Source: an optimization exercise on an open RTL-to-GDS flow (aim: a short achievable clock period and few clock cycles). Production flows keep margins and buffers that such runs may drop.
In this exercise RTL edits were held to simulation tests only and were not proved equivalent to the original.
Power figures rest on the tool's default switching activity, not on a simulated workload.

$ cat constraint.sdc
create_clock -name core_clock -period 7.5 [get_ports {clk}]
set_input_delay 1.5000 -clock core_clock [delete_from_list [all_inputs] [get_ports {clk}]]
set_output_delay 1.5000 -clock core_clock [all_outputs]
set_load 0.01 [all_outputs]
$ cat standard.sh
#!/bin/bash
# synth_recipe.tcl (not shown) runs the flow's synth.tcl, then flattens the netlist and writes it again
# the make line also repeats each setting of config.mk as NAME=value (left out here)
make -C /OpenROAD-flow-scripts/flow DESIGN_CONFIG=/design/flow/config.mk WORK_HOME=/design/flow/orfs CLKGATE_MAP_FILE= SYNTH_SCRIPT=/design/flow/synth_recipe.tcl "${@:-finish}"
$ cat flow/run.sh
#!/bin/bash
# Layout flow: the standard ORFS flow (standard.sh: the standard
# synthesis script and steps), with these settings changed:
#  - port buffers are buf_6 instead of the default delay-buffer cell, and
#  - the cells in flow/dont_use.txt (4-input OR/NOR, 5-input AOI/OAI,
#    majority and adder cells; slow or hard to optimise around) are added
#    to the platform's don't-use list, so synthesis maps to other gates.
# make's full output goes to flow_make.log in this folder; ORFS keeps each
# step's log under orfs/logs/.
set -euo pipefail
here=$(pwd)
{
	echo "include $here/config.mk"
	echo "export BUFFER_PORTS_ARGS = -buffer_cell sky130_fd_sc_hd__buf_6"
	echo "export DONT_USE_CELLS = $(tr '\n' ' ' < "$here/flow/dont_use.txt")"
} > "$here/flow_config.mk"
bash standard.sh "DESIGN_CONFIG=$here/flow_config.mk" finish > flow_make.log 2>&1
$ cat flow/dont_use.txt
sky130_fd_sc_hd__or4_0
sky130_fd_sc_hd__or4_1
sky130_fd_sc_hd__or4_2
sky130_fd_sc_hd__or4_4
sky130_fd_sc_hd__or4b_0
sky130_fd_sc_hd__or4b_1
sky130_fd_sc_hd__or4b_2
sky130_fd_sc_hd__or4b_4
sky130_fd_sc_hd__or4bb_0
sky130_fd_sc_hd__or4bb_1
sky130_fd_sc_hd__or4bb_2
sky130_fd_sc_hd__or4bb_4
sky130_fd_sc_hd__nor4_0
sky130_fd_sc_hd__nor4_1
sky130_fd_sc_hd__nor4_2
sky130_fd_sc_hd__nor4_4
sky130_fd_sc_hd__nor4b_0
sky130_fd_sc_hd__nor4b_1
sky130_fd_sc_hd__nor4b_2
sky130_fd_sc_hd__nor4b_4
sky130_fd_sc_hd__nor4bb_0
sky130_fd_sc_hd__nor4bb_1
sky130_fd_sc_hd__nor4bb_2
sky130_fd_sc_hd__nor4bb_4
sky130_fd_sc_hd__a2111o_0
sky130_fd_sc_hd__a2111o_1
sky130_fd_sc_hd__a2111o_2
sky130_fd_sc_hd__a2111o_4
sky130_fd_sc_hd__a2111oi_0
sky130_fd_sc_hd__a2111oi_1
sky130_fd_sc_hd__a2111oi_2
sky130_fd_sc_hd__a2111oi_4
sky130_fd_sc_hd__o2111a_0
sky130_fd_sc_hd__o2111a_1
sky130_fd_sc_hd__o2111a_2
sky130_fd_sc_hd__o2111a_4
sky130_fd_sc_hd__o2111ai_0
sky130_fd_sc_hd__o2111ai_1
sky130_fd_sc_hd__o2111ai_2
sky130_fd_sc_hd__o2111ai_4
sky130_fd_sc_hd__fa_0
sky130_fd_sc_hd__fa_1
sky130_fd_sc_hd__fa_2
sky130_fd_sc_hd__fa_4
sky130_fd_sc_hd__ha_0
sky130_fd_sc_hd__ha_1
sky130_fd_sc_hd__ha_2
sky130_fd_sc_hd__ha_4
sky130_fd_sc_hd__maj3_0
sky130_fd_sc_hd__maj3_1
sky130_fd_sc_hd__maj3_2
sky130_fd_sc_hd__maj3_4
sky130_fd_sc_hd__fah_0
sky130_fd_sc_hd__fah_1
sky130_fd_sc_hd__fah_2
sky130_fd_sc_hd__fah_4
sky130_fd_sc_hd__fahcin_0
sky130_fd_sc_hd__fahcin_1
sky130_fd_sc_hd__fahcin_2
sky130_fd_sc_hd__fahcin_4
sky130_fd_sc_hd__fahcon_0
sky130_fd_sc_hd__fahcon_1
sky130_fd_sc_hd__fahcon_2
sky130_fd_sc_hd__fahcon_4
$ cat config.mk
export PLATFORM = sky130hd
export DESIGN_NAME = mipsPipeline
export DESIGN_NICKNAME = mipsPipeline
export VERILOG_FILES = /design/flow/design.v
export SDC_FILE = /design/flow/constraint.sdc
export NUM_CORES = 4
export LEC_CHECK = 0
export ABC_CLOCK_PERIOD_IN_PS = 10
export CAP_MARGIN = 20
export CELL_PAD_IN_SITES_DETAIL_PLACEMENT = 1
export CELL_PAD_IN_SITES_GLOBAL_PLACEMENT = 2
export CORE_MARGIN = 2
export CORE_UTILIZATION = 40
export SETUP_SLACK_MARGIN = 5.0
export SLEW_MARGIN = 20
export SYNTH_HIERARCHICAL = 1
export SYNTH_MINIMUM_KEEP_SIZE = 0
$ cat design.v
`timescale 1ns/1ns
module regFile (
	input  logic                   clk,
	input  logic                   rstN,
	input  logic                   writeEn,
	input  logic [5-1:0] writeAddr,
	input  logic [32-1:0]       writeData,
	input  logic [5-1:0] readAddrA,
	input  logic [5-1:0] readAddrB,
	output logic [32-1:0]       readDataA,
	output logic [32-1:0]       readDataB
);
	logic [32-1:0] regs [1:32-1];
	always_ff @(posedge clk or negedge rstN) begin
		if (!rstN) begin
			for (int i = 1; i < 32; i++) begin
				regs[i] <= '0;
			end
		end else if (writeEn && writeAddr != '0) begin
			regs[writeAddr] <= writeData;
		end
	end
	always_comb begin
		readDataA = '0;
		readDataB = '0;
		for (int i = 1; i < 32; i++) begin
			readDataA = readDataA | ({32{readAddrA == i}} & regs[i]);
			readDataB = readDataB | ({32{readAddrB == i}} & regs[i]);
		end
	end
endmodule
`timescale 1ns/1ns
module executeStage (
	input  logic [32-1:0] eA,
	input  logic [32-1:0] eB,
	input  logic             eOpAdd,
	input  logic             eOpSub,
	input  logic             eOpAnd,
	input  logic             eOpOr,
	input  logic             eOpSlt,
	input  logic [7:0]       selA,
	input  logic [7:0]       selB,    
	input  logic [7:0]       selRt,
	input  logic             useImm,
	input  logic [32-1:0] imm,
	input  logic [32-1:0] mwVal,
	input  logic [32-1:0] wbVal,
	input  logic [32-1:0] rfA,
	input  logic [32-1:0] rfB,
	output logic [32-1:0] alu,
	output logic [32-1:0] nextA,     
	output logic [32-1:0] nextB,     
	output logic [32-1:0] nextRt     
);
	function automatic logic [32:0] ksAdd(
		input logic [32-1:0] a,
		input logic [32-1:0] b,
		input logic             cin
	);
		logic [32-1:0] p0, g, p, gn, pn;
		p0 = a ^ b;
		g  = a & b;
		g[0] = (a[0] & b[0]) | (p0[0] & cin);
		p  = p0;
		for (int l = 0; l < 5; l++) begin
			for (int i = 0; i < 32; i++) begin
				if (i >= (1 << l)) begin
					gn[i] = g[i] | (p[i] & g[i - (1 << l)]);
					pn[i] = p[i] & p[i - (1 << l)];
				end else begin
					gn[i] = g[i];
					pn[i] = p[i];
				end
			end
			g = gn;
			p = pn;
		end
		ksAdd = {g[32-1], p0 ^ {g[32-2:0], cin}};
	endfunction
	logic [32:0]   sumC, diffC, ltC;
	logic [32-1:0] sum, diff, andR, orR;
	logic             lt;
	assign sumC  = ksAdd(eA, eB, 1'b0);
	assign diffC = ksAdd(eA, ~eB, 1'b1);
	assign ltC   = ksAdd({~eA[32-1], eA[32-2:0]}, {eB[32-1], ~eB[32-2:0]}, 1'b1);
	assign sum   = sumC[32-1:0];
	assign diff  = diffC[32-1:0];
	assign lt    = !ltC[32];
	assign andR  = eA & eB;
	assign orR   = eA | eB;
	assign alu = ({32{eOpAdd}} & sum) |
	             ({32{eOpSub}} & diff) |
	             ({32{eOpAnd}} & andR) |
	             ({32{eOpOr}}  & orR) |
	             {{(32-1){1'b0}}, eOpSlt & lt};
	function automatic logic [32-1:0] pickOp(
		input logic [7:0]       sel,
		input logic [32-1:0] rf
	);
		pickOp = ({32{sel[7]}} & sum) |
		         ({32{sel[6]}} & diff) |
		         ({32{sel[5]}} & andR) |
		         ({32{sel[4]}} & orR) |
		         {{(32-1){1'b0}}, sel[3] & lt} |
		         ({32{sel[2]}} & mwVal) |
		         ({32{sel[1]}} & wbVal) |
		         ({32{sel[0]}} & rf);
	endfunction
	assign nextA  = pickOp(selA, rfA);
	assign nextRt = pickOp(selRt, rfB);
	assign nextB  = pickOp(selB, rfB) | ({32{useImm}} & imm);
endmodule
module branchUnit (
	input  logic [32-1:0] eA,
	input  logic [32-1:0] eB,
	input  logic             eBranch,
	input  logic             eOff1,
	input  logic             dJumped,   
	output logic             taken,
	output logic             exRedirect
);
	assign taken      = eBranch && eA == eB;
	assign exRedirect = taken && (!eOff1 || dJumped);
endmodule
`timescale 1ns/1ns
module fetchUnit (
	input  logic [32-1:0] pc,
	input  logic [32-1:0] dPc4,
	input  logic [15:0]      dImm,
	output logic [32-1:0] pc4,
	output logic [32-1:0] dTarget
);
	function automatic logic [32:0] ksAdd(
		input logic [32-1:0] a,
		input logic [32-1:0] b
	);
		logic [32-1:0] p0, g, p, gn, pn;
		p0 = a ^ b;
		g  = a & b;
		p  = p0;
		for (int l = 0; l < 5; l++) begin
			for (int i = 0; i < 32; i++) begin
				if (i >= (1 << l)) begin
					gn[i] = g[i] | (p[i] & g[i - (1 << l)]);
					pn[i] = p[i] & p[i - (1 << l)];
				end else begin
					gn[i] = g[i];
					pn[i] = p[i];
				end
			end
			g = gn;
			p = pn;
		end
		ksAdd = {g[32-1], p0 ^ {g[32-2:0], 1'b0}};
	endfunction
	function automatic logic [32-1:0] incr(input logic [32-1:0] a);
		for (int i = 0; i < 32; i++)
			incr[i] = a[i] ^ ((i == 0) ? 1'b1 : &(a | ~((32'(1) << i) - 32'(1))));
	endfunction
	logic [32-1:0] pcInc;
	logic [32:0]   dC;
	assign pcInc = incr({2'b00, pc[32-1:2]});
	assign pc4   = {pcInc[32-3:0], pc[1:0]};
	assign dC      = ksAdd({2'b00, dPc4[32-1:2]}, {{(32-16){dImm[15]}}, dImm});
	assign dTarget = {dC[32-3:0], dPc4[1:0]};
endmodule
module jumpDecode (
	input  logic [32-1:0] imemData,
	input  logic [7:0]       pcLo,      
	output logic             ifJump,    
	output logic             isSame,    
	output logic [7:0]       fLo
);
	logic [15:0] fImm;
	logic [5:0]  a, b, p0, g, p, gn, pn;
	logic        fShort;
	assign fImm   = imemData[15:0];
	assign a      = pcLo[5:0];
	assign b      = fImm[5:0];
	assign fShort = fImm[15:5] == 11'h000 || fImm[15:5] == 11'h7ff;
	always_comb begin
		p0 = a ^ b;
		g  = a & b;
		g[0] = a[0] | b[0];
		p  = p0;
		for (int l = 0; l < 3; l++) begin
			for (int i = 0; i < 6; i++) begin
				if (i >= (1 << l)) begin
					gn[i] = g[i] | (p[i] & g[i - (1 << l)]);
					pn[i] = p[i] & p[i - (1 << l)];
				end else begin
					gn[i] = g[i];
					pn[i] = p[i];
				end
			end
			g = gn;
			p = pn;
		end
	end
	assign fLo = {pcLo[7:6], p0 ^ {g[4:0], 1'b1}};
	assign isSame = imemData[31:26] == 6'h04 && imemData[25:21] == imemData[20:16] &&
	                fImm != 16'h0000;
	assign ifJump = isSame && fShort && g[5] == fImm[15] && pcLo[5:0] != 6'h3f;
endmodule
module pcMux (
	input  logic [32-1:0] pc,
	input  logic [32-1:0] pc4,
	input  logic             stall,
	output logic [32-1:0] pcSeq
);
	assign pcSeq = stall ? pc : pc4;
endmodule
module hazardUnit (
	input  logic [32-1:0]       imemData,
	input  logic [32-1:0]       dInstr,
	input  logic                   dStall,     
	input  logic                   jumped,     
	input  logic [5-1:0] dest,       
	input  logic                   we,
	input  logic                   isLw,
	input  logic [4:0]             ops,        
	input  logic                   eWe,        
	input  logic [5-1:0] eDest,
	input  logic                   mWe,        
	input  logic [5-1:0] mDest,
	output logic [5-1:0] nRs,        
	output logic [5-1:0] nRt,
	output logic [7:0]             selA_i,
	output logic [7:0]             selA_n,
	output logic [7:0]             selB_i,
	output logic [7:0]             selB_n,
	output logic [7:0]             selRt_i,
	output logic [7:0]             selRt_n,
	output logic                   stall_i,    
	output logic [4:0]             nOps,
	output logic                   nIsLw,
	output logic                   nIsSw,
	output logic                   nCondBeq,
	output logic [5-1:0] nDest,
	output logic                   nWe,        
	output logic                   useImm,
	output logic [32-1:0]       immB
);
	logic [32-1:0]       nInstr;
	logic [5:0]             op, fn;
	logic [15:0]            imm16;
	logic [5-1:0] rs, rt;
	logic                   isR, isAddiu, isLui, isOri, condBeq, useRs, useRtAlu;
	logic                   iss;
	logic                   hitEA, hitMA, hitEB, hitMB, hitWA, hitWB;
	assign nInstr = dStall ? dInstr : imemData;
	assign op     = nInstr[31:26];
	assign fn     = nInstr[5:0];
	assign imm16  = nInstr[15:0];
	assign rs     = nInstr[25:21];
	assign rt     = nInstr[20:16];
	assign nRs    = rs;
	assign nRt    = rt;
	assign isR      = op == 6'h00 &&
		(fn == 6'h21 || fn == 6'h23 || fn == 6'h24 || fn == 6'h25 || fn == 6'h2a);
	assign isAddiu  = op == 6'h09;
	assign isLui    = op == 6'h0f;
	assign isOri    = op == 6'h0d;
	assign nIsLw    = op == 6'h23;
	assign nIsSw    = op == 6'h2b;
	assign condBeq  = op == 6'h04 && imm16 != 16'h0000 && rs != rt;
	assign nCondBeq = op == 6'h04 && imm16 != 16'h0000 && !jumped;
	assign useRs    = isR || isAddiu || isOri || nIsLw || nIsSw || condBeq;
	assign useRtAlu = isR || condBeq;
	assign useImm   = isAddiu || isOri || isLui || nIsLw || nIsSw;
	assign immB     = isLui ? {imm16, 16'h0000} :
	                  isOri ? {16'h0000, imm16} :
	                  {{(32-16){imm16[15]}}, imm16};
	assign nOps  = {(isR && fn == 6'h21) || isAddiu || nIsLw || nIsSw,
	                isR && fn == 6'h23,
	                isR && fn == 6'h24,
	                (isR && fn == 6'h25) || isOri || isLui,
	                isR && fn == 6'h2a};
	assign nDest = isR ? nInstr[15:11] : rt;
	assign nWe   = (isR || isAddiu || isOri || isLui || nIsLw) && nDest != '0;
	assign iss   = !dStall;
	assign hitEA = iss && we && dest == rs;
	assign hitEB = iss && we && dest == rt;
	assign hitMA = eWe && eDest == rs;
	assign hitMB = eWe && eDest == rt;
	assign hitWA = mWe && mDest == rs;
	assign hitWB = mWe && mDest == rt;
	function automatic logic [7:0] pick(
		input logic       e,
		input logic [4:0] eOps,
		input logic       m,
		input logic       w
	);
		pick = {e ? eOps : 5'b0, !e && m, !e && !m && w, !e && !m && !w};
	endfunction
	assign selA_i  = isLui ? 8'b0 : pick(hitEA, ops, hitMA, hitWA);
	assign selA_n  = isLui ? 8'b0 : pick(1'b0, ops, hitMA, hitWA);
	assign selRt_i = pick(hitEB, ops, hitMB, hitWB);
	assign selRt_n = pick(1'b0, ops, hitMB, hitWB);
	assign selB_i  = useImm ? 8'b0 : selRt_i;
	assign selB_n  = useImm ? 8'b0 : selRt_n;
	assign stall_i = iss && isLw && we &&
		((useRs && dest == rs) || (useRtAlu && dest == rt));
endmodule
`timescale 1ns/1ns
module mipsPipeline (
	input  logic             clk,
	input  logic             rstN,
	output logic [32-1:0] imemAddr,
	input  logic [32-1:0] imemData,
	output logic [32-1:0] dataAddr,
	output logic [32-1:0] dataWdata,
	output logic             dataWrite,
	input  logic [32-1:0] dataRdata
);
	logic [32-1:0]       pc;
	logic                   dValid;
	logic                   dJumped;   
	logic                   dSame;     
	logic [32-1:0]       dInstr;
	logic [32-1:0]       dPc4;
	logic [32-1:0]       dRfA;      
	logic [32-1:0]       dRfB;
	logic [32-1:0]       dWbVal;    
	logic                   dStall;    
	logic [7:0]             dSelA;     
	logic [7:0]             dSelB;
	logic [7:0]             dSelRt;
	logic                   dUseImm;
	logic [32-1:0]       dImmB;
	logic [4:0]             dOps;      
	logic                   dIsLw, dIsSw, dCondBeq, dWe;
	logic [5-1:0] dDest;
	logic                   eWe;       
	logic                   eLoad;     
	logic                   eStore;
	logic                   eBranch;   
	logic                   eOff1;     
	logic                   eStLd;     
	logic                   eOpAdd, eOpSub, eOpAnd, eOpOr, eOpSlt;
	logic [5-1:0] eDest;
	logic [32-1:0]       eA;
	logic [32-1:0]       eB;
	logic [32-1:0]       eRt;
	logic [32-1:0]       eTarget;
	logic                   mWe;
	logic                   mLoad;
	logic                   mWrite;
	logic [5-1:0] mDest;
	logic [32-1:0]       mRes;
	logic [32-1:0]       mSt;
	logic [32-1:0] mwVal;
	assign dataAddr  = mRes;
	assign dataWdata = mSt;
	assign dataWrite = mWrite;
	assign mwVal     = mLoad ? dataRdata : mRes;
	logic [5-1:0] rs, rt;
	logic [15:0]            imm16;
	logic                   opAdd, opSub, opAnd, opOr, opSlt;
	logic                   isLw, isSw, condBeq, we;
	logic [5-1:0] dest;
	logic [32-1:0]       rfA, rfB;
	assign rs    = dInstr[25:21];
	assign rt    = dInstr[20:16];
	assign imm16 = dInstr[15:0];
	assign opAdd   = dOps[4];
	assign opSub   = dOps[3];
	assign opAnd   = dOps[2];
	assign opOr    = dOps[1];
	assign opSlt   = dOps[0];
	assign isLw    = dValid && dIsLw;
	assign isSw    = dValid && dIsSw;
	assign condBeq = dValid && dCondBeq;
	assign dest    = dDest;
	assign we      = dValid && dWe;
	regFile regs (
		.clk       (clk),
		.rstN      (rstN),
		.writeEn   (mWe),
		.writeAddr (mDest),
		.writeData (mwVal),
		.readAddrA (nRs),
		.readAddrB (nRt),
		.readDataA (rfA),
		.readDataB (rfB)
	);
	logic [32-1:0] alu, nextA, nextB, nextRt;
	logic             taken, exRedirect;
	executeStage ex (
		.eA     (eA),
		.eB     (eB),
		.eOpAdd (eOpAdd),
		.eOpSub (eOpSub),
		.eOpAnd (eOpAnd),
		.eOpOr  (eOpOr),
		.eOpSlt (eOpSlt),
		.selA   (dSelA),
		.selB   (dSelB),
		.selRt  (dSelRt),
		.useImm (dUseImm),
		.imm    (dImmB),
		.mwVal  (mwVal),
		.wbVal  (dWbVal),
		.rfA    (dRfA),
		.rfB    (dRfB),
		.alu    (alu),
		.nextA  (nextA),
		.nextB  (nextB),
		.nextRt (nextRt)
	);
	branchUnit br (
		.eA         (eA),
		.eB         (eB),
		.eBranch    (eBranch),
		.eOff1      (eOff1),
		.dJumped    (dSame),
		.taken      (taken),
		.exRedirect (exRedirect)
	);
	logic [32-1:0] pc4, dTarget, pcNext;
	logic [7:0]       fLo;
	logic             ifJump;
	logic ifSame, ifJumpRaw;
	assign ifJump = ifJumpRaw && !dStall;
	fetchUnit fetch (
		.pc      (pc),
		.dPc4    (dPc4),
		.dImm    (imm16),
		.pc4     (pc4),
		.dTarget (dTarget)
	);
	logic [32-1:0] pcSeq;
	jumpDecode jdec (
		.imemData (imemData),
		.pcLo     (pc[9:2]),
		.ifJump   (ifJumpRaw),
		.isSame   (ifSame),
		.fLo      (fLo)
	);
	pcMux pmux (
		.pc      (pc),
		.pc4     (pc4),
		.stall   (dStall),
		.pcSeq   (pcSeq)
	);
	assign pcNext = exRedirect ? eTarget :
	                ifJump     ? {pcSeq[32-1:10], fLo, pcSeq[1:0]} : pcSeq;
	assign imemAddr = pc;
	logic                   issue;      
	logic                   nValid;
	logic [7:0]             selA_i, selA_n, selB_i, selB_n, selRt_i, selRt_n;
	logic [5-1:0] nRs, nRt;
	logic                   stall_i, nUseImm;
	logic [32-1:0]       nImmB;
	logic [4:0]             nOps;
	logic                   nIsLw, nIsSw, nCondBeq, nWe;
	logic [5-1:0] nDest;
	assign issue  = !taken && !dStall;
	assign nValid = exRedirect ? 1'b0 : dStall ? dValid : 1'b1;
	hazardUnit hz (
		.imemData (imemData),
		.dInstr   (dInstr),
		.dStall   (dStall),
		.jumped   (dStall ? dJumped : ifJump),
		.dest     (dest),
		.we       (we),
		.isLw     (isLw),
		.ops      ({opAdd, opSub, opAnd, opOr, opSlt}),
		.eWe      (eWe),
		.eDest    (eDest),
		.mWe      (mWe),
		.mDest    (mDest),
		.nRs      (nRs),
		.nRt      (nRt),
		.selA_i   (selA_i),
		.selA_n   (selA_n),
		.selB_i   (selB_i),
		.selB_n   (selB_n),
		.selRt_i  (selRt_i),
		.selRt_n  (selRt_n),
		.stall_i  (stall_i),
		.nOps     (nOps),
		.nIsLw    (nIsLw),
		.nIsSw    (nIsSw),
		.nCondBeq (nCondBeq),
		.nDest    (nDest),
		.nWe      (nWe),
		.useImm   (nUseImm),
		.immB     (nImmB)
	);
	always_ff @(posedge clk or negedge rstN) begin
		if (!rstN) begin
			pc     <= 32'h0000_0000;
			dValid <= 1'b0;
			dStall <= 1'b0;
		end else begin
			pc     <= pcNext;
			dValid <= nValid;
			dStall <= stall_i && !taken;
		end
	end
	always_ff @(posedge clk) begin
		if (!dStall) begin
			dInstr  <= imemData;
			dPc4    <= pc4;
			dJumped <= ifJump;
			dSame   <= ifSame;
		end
		dSelA   <= taken ? selA_n : selA_i;
		dSelB   <= taken ? selB_n : selB_i;
		dSelRt  <= taken ? selRt_n : selRt_i;
		dRfA    <= rfA;
		dRfB    <= rfB;
		dWbVal  <= mwVal;
		dUseImm <= nUseImm;
		dImmB   <= nImmB;
		dOps    <= nOps;
		dIsLw   <= nIsLw;
		dIsSw   <= nIsSw;
		dCondBeq <= nCondBeq;
		dDest   <= nDest;
		dWe     <= nWe;
	end
	always_ff @(posedge clk or negedge rstN) begin
		if (!rstN) begin
			eWe     <= 1'b0;
			eLoad   <= 1'b0;
			eStore  <= 1'b0;
			eBranch <= 1'b0;
			eDest   <= '0;
		end else begin
			eWe     <= issue && we;
			eLoad   <= issue && isLw && we;
			eStore  <= issue && isSw;
			eBranch <= issue && condBeq;
			eDest   <= dest;
		end
	end
	always_ff @(posedge clk) begin
		eOff1   <= imm16 == 16'h0001;
		eStLd   <= isSw && eLoad && eDest == rt;
		eOpAdd  <= opAdd;
		eOpSub  <= opSub;
		eOpAnd  <= opAnd;
		eOpOr   <= opOr;
		eOpSlt  <= opSlt;
		eA      <= nextA;
		eB      <= nextB;
		eRt     <= nextRt;
		eTarget <= dTarget;
	end
	always_ff @(posedge clk or negedge rstN) begin
		if (!rstN) begin
			mWe    <= 1'b0;
			mLoad  <= 1'b0;
			mWrite <= 1'b0;
			mDest  <= '0;
		end else begin
			mWe    <= eWe;
			mLoad  <= eLoad;
			mWrite <= eStore;
			mDest  <= eDest;
		end
	end
	always_ff @(posedge clk) begin
		mRes <= alu;
		mSt  <= eStLd ? dataRdata : eRt;
	end
endmodule
==> results of run 1 <==
[repair_timing]
item	CTS	global route
setup endpoints to repair	1294	829
gates resized for setup	947	347
setup buffers	416	150
hold endpoints to repair	0	0
pin swaps	402	301
hold buffers	0	0
gates cloned	65	30
[per-stage QoR]
stage | util [%] | total power, mW | area [µm²]
after floorplan | - | 9.43 | 76600
after global placement | 42.5 | 10.1 | 79600
after detailed placement | 42.6 | 10.1 | 79700
after CTS | 50.7 | 19.3 | 95000
after global routing | 52.6 | 20.0 | 98500
final | 52.6 | 19.5 | 98600
[Yosys stat by module (local to each module, per instance)]
module        flip-flops and latches  cells
mipsPipeline                     483    669
fetchUnit                          0    364
hazardUnit                         0    283
executeStage                       0   1303
jumpDecode                         0     62
regFile                          992   3886
pcMux                              0     36
branchUnit                         0     65
[path summary, 6_finish.rpt]
path                         start                to  slack (ns)  cells past startpoint
hold / removal             dOps[1]             eOpOr        0.35                      0
setup / recovery            dStall           dRfB[0]        4.39                     15
setup reg to reg            dStall           dRfB[0]        4.39                     15
min in group asynchronous     rstN   regs.regs[5][9]        0.58                      1
max in group asynchronous     rstN  regs.regs[22][5]        5.29                      3
hold reg to reg            dOps[1]             eOpOr        0.35                      0
[cell usage after synthesis (all sizes together) (103+ instances only)]
library cell / number
dfrtp: 1043
nand4: 114
a21oi: 195
xnor2: 161
o21ai: 150
a22oi: 1008
mux2: 1138
nand2: 204
dfxtp: 367
nor2: 258
clkbuf: 358
buf: 293
a221o: 103
and4: 209
[worst max-delay path: cells and delay by family (launching register included)]
kind	cells	cell delay (ns)
compound gates	1	0.18
buf+inv	9	1.35
flops	1	0.50
mux	1	0.18
simple gates	4	0.78
[layout make-up]
class,count,area [µm²]
fillers,18800,88800
multi-input cells,4482,40700
flip-flops and latches,1475,35700
repair buffers,964,12700
clock buffers,256,5070
well taps,2495,3120
clock inverters,62,777
inverters,78,372
diodes,31,77.6
repair inverters,6,47.5
[kinds of logic (layout without fill, tap and decap cells)]
family	Yosys count	in the layout	share of synthesized area, %
xor+xnor	240	240	2.90
buf+inv	729	1366	4.49
mux	1187	1188	18.1
other cells	1	46	0.00498
compound gates	1877	1877	18.6
simple gates	1159	1162	8.94
flops	1475	1475	47.0
[power by group through the flow]
stage               clock network [mW]  registers [mW]  logic [mW]
floorplan                            0            8.48       0.948
global placement                     0            8.60        1.51
detailed placement                   0            8.60        1.52
CTS                               8.91            8.39        2.03
global route                      9.24            8.41        2.35
finish                            8.88            8.39        2.25
[routing by layer]
| layer | share of wire [%] | vias to the layer above | track usage [%] |
|---|---|---|---|
| li1 | - | 26700 | - |
| met1 | 38 | 36700 | 57.1 |
| met2 | 39 | 5561 | 59.5 |
| met3 | 14 | 1745 | 17.1 |
| met4 | 8.1 | 56 | 27.1 |
| met5 | 0.26 | - | 0 |
==> out/metrics.yaml, run 1 <==
run_status:
  status: "timing/DRC/antenna clean"
sta:
  period_needed_ns: 3.11
  post-route-worst-setup-slack_ns: 4.39
  fmax_ghz: 0.321
  skew_ns: 0.0360
  tightest_slew_ns: 1.12
  max_slew_margin_pct: 25.0
  hold_ws_ns: 0.349
  period_share_pct: 41.5
  report.final.hold_viol_count: 0
  rsz0062_at_grt: "yes"
  setup_tns_ns: 0
  finalSetupViolCount: 0
  drv_slew: 0
clocking:
  clock-sinks: 1475
  root_buffer: "clkbuf_16"
  cts-buffers-inserted: 169
  htree_num_levels: 4
  clockBufferDepth: 3
  clkSlewWorstSetupHoldPaths_ns: 0.06
  cts_tree: "yes"
  clk_latency_ns: 0.86
synthesis:
  ys_seq_area_share_pct: 47.0
  synth_top_flop_cell: "dfrtp_1"
  synth_top_area_share_pct: 34.6
  synth_edf_count: 65
  syn_area_um2: 75400
  ys_warn_count: 13
  async_flop_share_pct: 70.7
  avgSynthCellArea_um2: 11.3
  ys_seq_elements: 1475
  synth_area_leaders: "dfrtp_1 (35%), mux2_2 (16%), a22oi_1 (10%)"
  synthDistinctLibCells: 111
  synth.largest_area_cell: "dfrtp_1"
  syn_inst: 6668
setup_path:
  cp.arrival_ns: 3.87
  crit_slowest_cell: "dfrtp_4"
  startpoint_type: "flop"
  cp_cell_sequence: "buf_6 > buf_6 > buf_12 > mux2i_4 > buf_12 > clkinv_8 > buf_6 > buf_6 > nand3_4 > buf_6 > nor2_4 > buf_8 > a22oi_1 > and4_1 > nand4_1"
  cpPeakStageDelay_ns: 0.50
  crit_type: "flop to flop"
  worst_setup_path_end_kind: "flop"
  cp_max_fo: 15
  worst_path_most_repeated_cell: "buf_6"
  crit_required_ns: 8.26
final_layout:
  largest-register: "regs.regs"
  syn2layout_area_growth_pct: 30.9
  layout_commonest_cell: "mux2_2"
  final_cell_mix: "mux2_2 (1025), dfrtp_1 (1013), a22oi_1 (797), buf_4 (360), buf_6 (298)"
  fin_nets: 7242
  drive_above_1_share_pct: 43.5
  largest_reg_flops: 992
  instances_no_fill: 9849
flow_run:
  maxCapViolCount: 0
placement:
  dp_slack_ns: 2.50
  globalplace.congestion: 0.900
  placed_cells: 8839
  dp_hpwl_um: 226000
  io_buffers: 162
die:
  die_h_um: 438
  io_pins: 163
  core-area_um2: 187000
  die_area_um2: 192000
  rows: 159
  die_x_um: 438
  initial_utilization_pct: 40.2
worst_hold_path:
  hp-class: "flop to flop"
route:
  vias: 70800
  drtIter0Drc: 10700
  drtPass1Iterations: 10
  routed_wl_um: 446000
  drc_errors: 0
  wire_per_inst_um: 45.2
  final_antenna_net_count: 0
  viasPerCell: 7.18
power_and_ir_drop:
  power_switching_mw: 5.26
  combPwrFrac_pct: 11.5
  power.density_nw_per_um2: 198
  clock_power_share_pct: 45.5
  p_int_mw: 14.3
  p_seq_share_pct: 43.0
  ir_worst_vdd_uv: 213
  switching_share_pct: 26.9
  p_leak_nw: 40.2
global_routing:
  grt-ovfl-total: 0
  grt_max_degree: 160
  grt_pass1_wl_um: 582000
  grt_pass1_vias: 68500
  antenna_found_initial: 37
  grtUsageTotal_pct: 43.5
Testbench counts, summed over its fixed seeds: cycles 57,508.
==> run 2: changes to the inputs <==
--- a/design.v
+++ b/design.v
@@ -77,15 +77,14 @@
 		end
 		ksAdd = {g[32-1], p0 ^ {g[32-2:0], cin}};
 	endfunction
-	logic [32:0]   sumC, diffC, ltC;
+	logic [32:0]   sumC, diffC;
 	logic [32-1:0] sum, diff, andR, orR;
 	logic             lt;
 	assign sumC  = ksAdd(eA, eB, 1'b0);
 	assign diffC = ksAdd(eA, ~eB, 1'b1);
-	assign ltC   = ksAdd({~eA[32-1], eA[32-2:0]}, {eB[32-1], ~eB[32-2:0]}, 1'b1);
 	assign sum   = sumC[32-1:0];
 	assign diff  = diffC[32-1:0];
-	assign lt    = !ltC[32];
+	assign lt    = (eA[32-1] ^ eB[32-1]) ? eA[32-1] : diff[32-1];
 	assign andR  = eA & eB;
 	assign orR   = eA | eB;
 	assign alu = ({32{eOpAdd}} & sum) |
==> run 2 against run 1 <==
Still clean on timing, DRC and antenna. Clock-buffer cell count decreased by 6. Sequential power about the same. Combinational power is 7% higher. Largest power group unchanged.
==> out/metrics.yaml, run 2 <==
die:
  die_h_um: 439
  core-area_um2: 188000
  die_x_um: 439
  io_pins: 163
  initial_utilization_pct: 40.2
  rows: 159
  die_area_um2: 192000
placement:
  dp_hpwl_um: 232000
  io_buffers: 162
  dpl_cell_area_um2: 79800
  placed_cells: 8903
  globalplace.congestion: 0.914
  dp_slack_ns: 2.44
clocking:
  cts_hold_buf: 0
  cts_tree: "yes"
  clk_latency_ns: 0.86
  clockBufferDepth: 3
  clkSlewWorstSetupHoldPaths_ns: 0.06
  cts-buffers-inserted: 168
  clock-sinks: 1475
  root_buffer: "clkbuf_16"
  htree_num_levels: 4
synthesis:
  synth.largest_area_cell: "dfrtp_1"
  yosysMostFrequentCell: "mux2_2"
  ys_seq_area_share_pct: 46.8
  synth_top_flop_cell: "dfrtp_1"
  synth_edf_count: 65
  ys_warn_count: 13
  syn_area_um2: 75600
  avgSynthCellArea_um2: 11.2
  syn_inst: 6739
  async_flop_share_pct: 70.7
  synthDistinctLibCells: 107
  synth_common_cells: "mux2_2 (1055), dfrtp_1 (1043), a22oi_1 (1001), clkbuf_1 (374), dfxtp_1 (367)"
  synth_top_area_share_pct: 34.5
  ys_seq_elements: 1475
  synth_area_leaders: "dfrtp_1 (35%), mux2_2 (16%), a22oi_1 (9.9%)"
final_layout:
  final_cell_mix: "mux2_2 (1024), dfrtp_1 (1013), a22oi_1 (879), buf_4 (439), buf_6 (293)"
  fill_cells: 18900
  layout_commonest_cell: "mux2_2"
  instances_no_fill: 10000
  final_util_pct: 53.1
  largest_reg_flops: 992
  drive_above_1_share_pct: 43.7
  multi_input_area_um2: 41300
  ff_latch_area_um2: 35700
  syn2layout_area_growth_pct: 32.0
  fin_nets: 7393
  final_cell_area_um2: 99800
  largest-register: "regs.regs"
worst_hold_path:
  whs_endpoint: "eTarget[0]"
  worstHoldStart: "dPc4[0]"
  min_delay_path_depth: 0
  hp-class: "flop to flop"
sta:
  period_share_pct: 43.6
  max_slew_margin_pct: 18.4
  skew_ns: 0.0355
  tightest_slew_ns: 1.22
  period_needed_ns: 3.27
  post-route-worst-setup-slack_ns: 4.23
  report.final.hold_viol_count: 0
  hold_ws_ns: 0.354
  rsz0062_at_grt: "yes"
  drv_slew: 0
  fmax_ghz: 0.306
  setup_tns_ns: 0
  finalSetupViolCount: 0
setup_path:
  cp_cell_sequence: "buf_6 > buf_6 > buf_12 > buf_6 > mux2i_4 > clkinv_4 > buf_4 > nor2b_2 > and2_4 > buf_8 > a22oi_1 > and4b_1 > nand4_1"
  worst-path-stages: 13
  rr_startpoint: "dStall"
  cp_max_fo: 21
  crit_slowest_cell: "dfrtp_4"
  cp.arrival_ns: 4.03
  cpPeakStageDelay_ns: 0.49
  reg2reg_depth: 13
  worst_setup_path_end_kind: "flop"
  crit_required_ns: 8.26
  reg2reg_to: "dRfB[30]"
  rrSetupSlack_ns: 4.23
  critical-path-top-delay-family: "buffers and inverters"
  startpoint_type: "flop"
  crit_type: "flop to flop"
  worst_path_most_repeated_cell: "buf_6"
  critPathBufInv: 7
route:
  drc_errors: 0
  wire_per_inst_um: 45.1
  final_antenna_net_count: 0
  vias: 72900
  routed_wl_um: 452000
  drtPass1Iterations: 31
  viasPerCell: 7.27
  drtIter0Drc: 11800
global_routing:
  grt_pass1_wl_um: 601000
  grt_pass1_vias: 69800
  antenna_found_initial: 39
  grt-ovfl-total: 0
  grtUsageTotal_pct: 45.1
  grt_max_degree: 149
power_and_ir_drop:
  power.density_nw_per_um2: 194
  ir_worst_vdd_uv: 206
  p_leak_nw: 40.8
  report.power.total_mw: 19.3
run_status:
  status: "timing/DRC/antenna clean"
flow_run:
  maxCapViolCount: 0
## run 2: kinds of logic after synthesis
| group | Yosys count | synth area share, % |
|---|---|---|
| AOI/OAI and AO/OA | 1905 | 18.8 |
| muxes | 1188 | 18.0 |
| and+or+nand+nor | 1188 | 9.05 |
| other | 1 | 0.00496 |
| buffers and inverters | 743 | 4.50 |
| xor gates and xnor gates | 239 | 2.80 |
| DFF | 1475 | 46.8 |
## run 2: final cells by class
cell class | count | share of cell area (%)
well taps | 2495 | 3.13
repair inverters | 4 | 0.0251
multi-input cells | 4540 | 41.4
clock buffers | 250 | 4.93
diodes | 63 | 0.158
repair buffers | 1051 | 13.5
inverters | 87 | 0.395
clock inverters | 60 | 0.630
flip-flops and latches | 1475 | 35.8
## run 2: worst max-delay path by stage
| stage | start | end | slack, ns |
|---|---|---|---|
| global route | dStall | dRfB[30] | 4.33 |
| floorplan | imemData[18] | dRfB[4] | 4.38 |
| CTS | eA[18] | eRt[0] | 4.47 |
| global placement | imemData[21] | dRfA[11] | 2.54 |
| finish | dStall | dRfB[30] | 4.23 |
| detailed placement | imemData[21] | dRfA[11] | 2.44 |
## run 2: layer usage
metal | track usage [%] | vias up | routed length (µm)
met4 | 26.3 | 46 | 32800
met3 | 20.8 | 1800 | 63100
met5 | 3.65 | - | 1520
li1 | - | 27200 | -
met2 | 61.3 | 5899 | 179000
met1 | 57.9 | 37900 | 175000
## run 2: what timing repair did
item / CTS / global route
gates cloned: 75 / 8
setup buffers: 502 / 164
gates resized for setup: 1015 / 376
endpoints found under the setup margin: 1344 / 660
pin swaps: 317 / 233
## run 2: Yosys stat by module, one instance, submodules excluded
module	area (µm²)	cells inside
fetchUnit	2320	364
regFile	48800	3886
hazardUnit	1990	283
jumpDecode	420	62
pcMux	544	36
branchUnit	459	65
mipsPipeline	12400	669
executeStage	8650	1374
## run 2: report_power, final
part	total, mW	leakage, nW	switching (mW)	internal [mW]
registers	8.40	18.3	0.224	8.17
logic	2.41	19.8	1.37	1.04
clock network	8.53	2.71	3.69	4.85
## run 2: worst register-to-register path, stage by stage, from the launching register on
cell and delay, ns:
dfrtp_4 0.49, buf_6 0.12, buf_6 0.11, buf_12 0.14
buf_6 0.13, mux2i_4 0.26, clkinv_4 0.15, buf_4 0.16
nor2b_2 0.25, and2_4 0.32, buf_8 0.39, a22oi_1 0.24
and4b_1 0.27, nand4_1 0.15
Testbench counts of run 2, summed over its fixed seeds: cycles 57,508.

-- re-timing with driven ports --
The results above use ideal ports. As a check the final layouts listed here were re-extracted and re-timed, cells and wires unchanged.
Step 1 (the two cells are an assumption about what drives the block):
set clk [get_ports {clk}]
set_driving_cell -lib_cell sky130_fd_sc_hd__clkbuf_16 $clk
set_driving_cell -lib_cell sky130_fd_sc_hd__buf_2 [delete_from_list [all_inputs] $clk]
Step 2 also shifts input and output timing later by t, the mid clock arrival at the registers, as if the neighbouring blocks saw the same clock.
a / b / c = ideal ports / drivers / drivers and shift; a / b = the first two.
run | shift t [ns] | slack for setup (ns) | worst setup path after step 2 | worst slew at a driven data input, ns | cell pins on the clock port's net
run 1 | 0.929 | 4.389 / 4.389 / 3.661 | input to register | 0.06 | 1
run 2 | 0.929 | 4.230 / 4.230 / 3.458 | input to register | 0.08 | 1
After both steps every run listed still meets setup and hold. The setup slack of run 2, which loses most, moves by 0.000 ns with the drivers and by -0.772 ns with both steps.
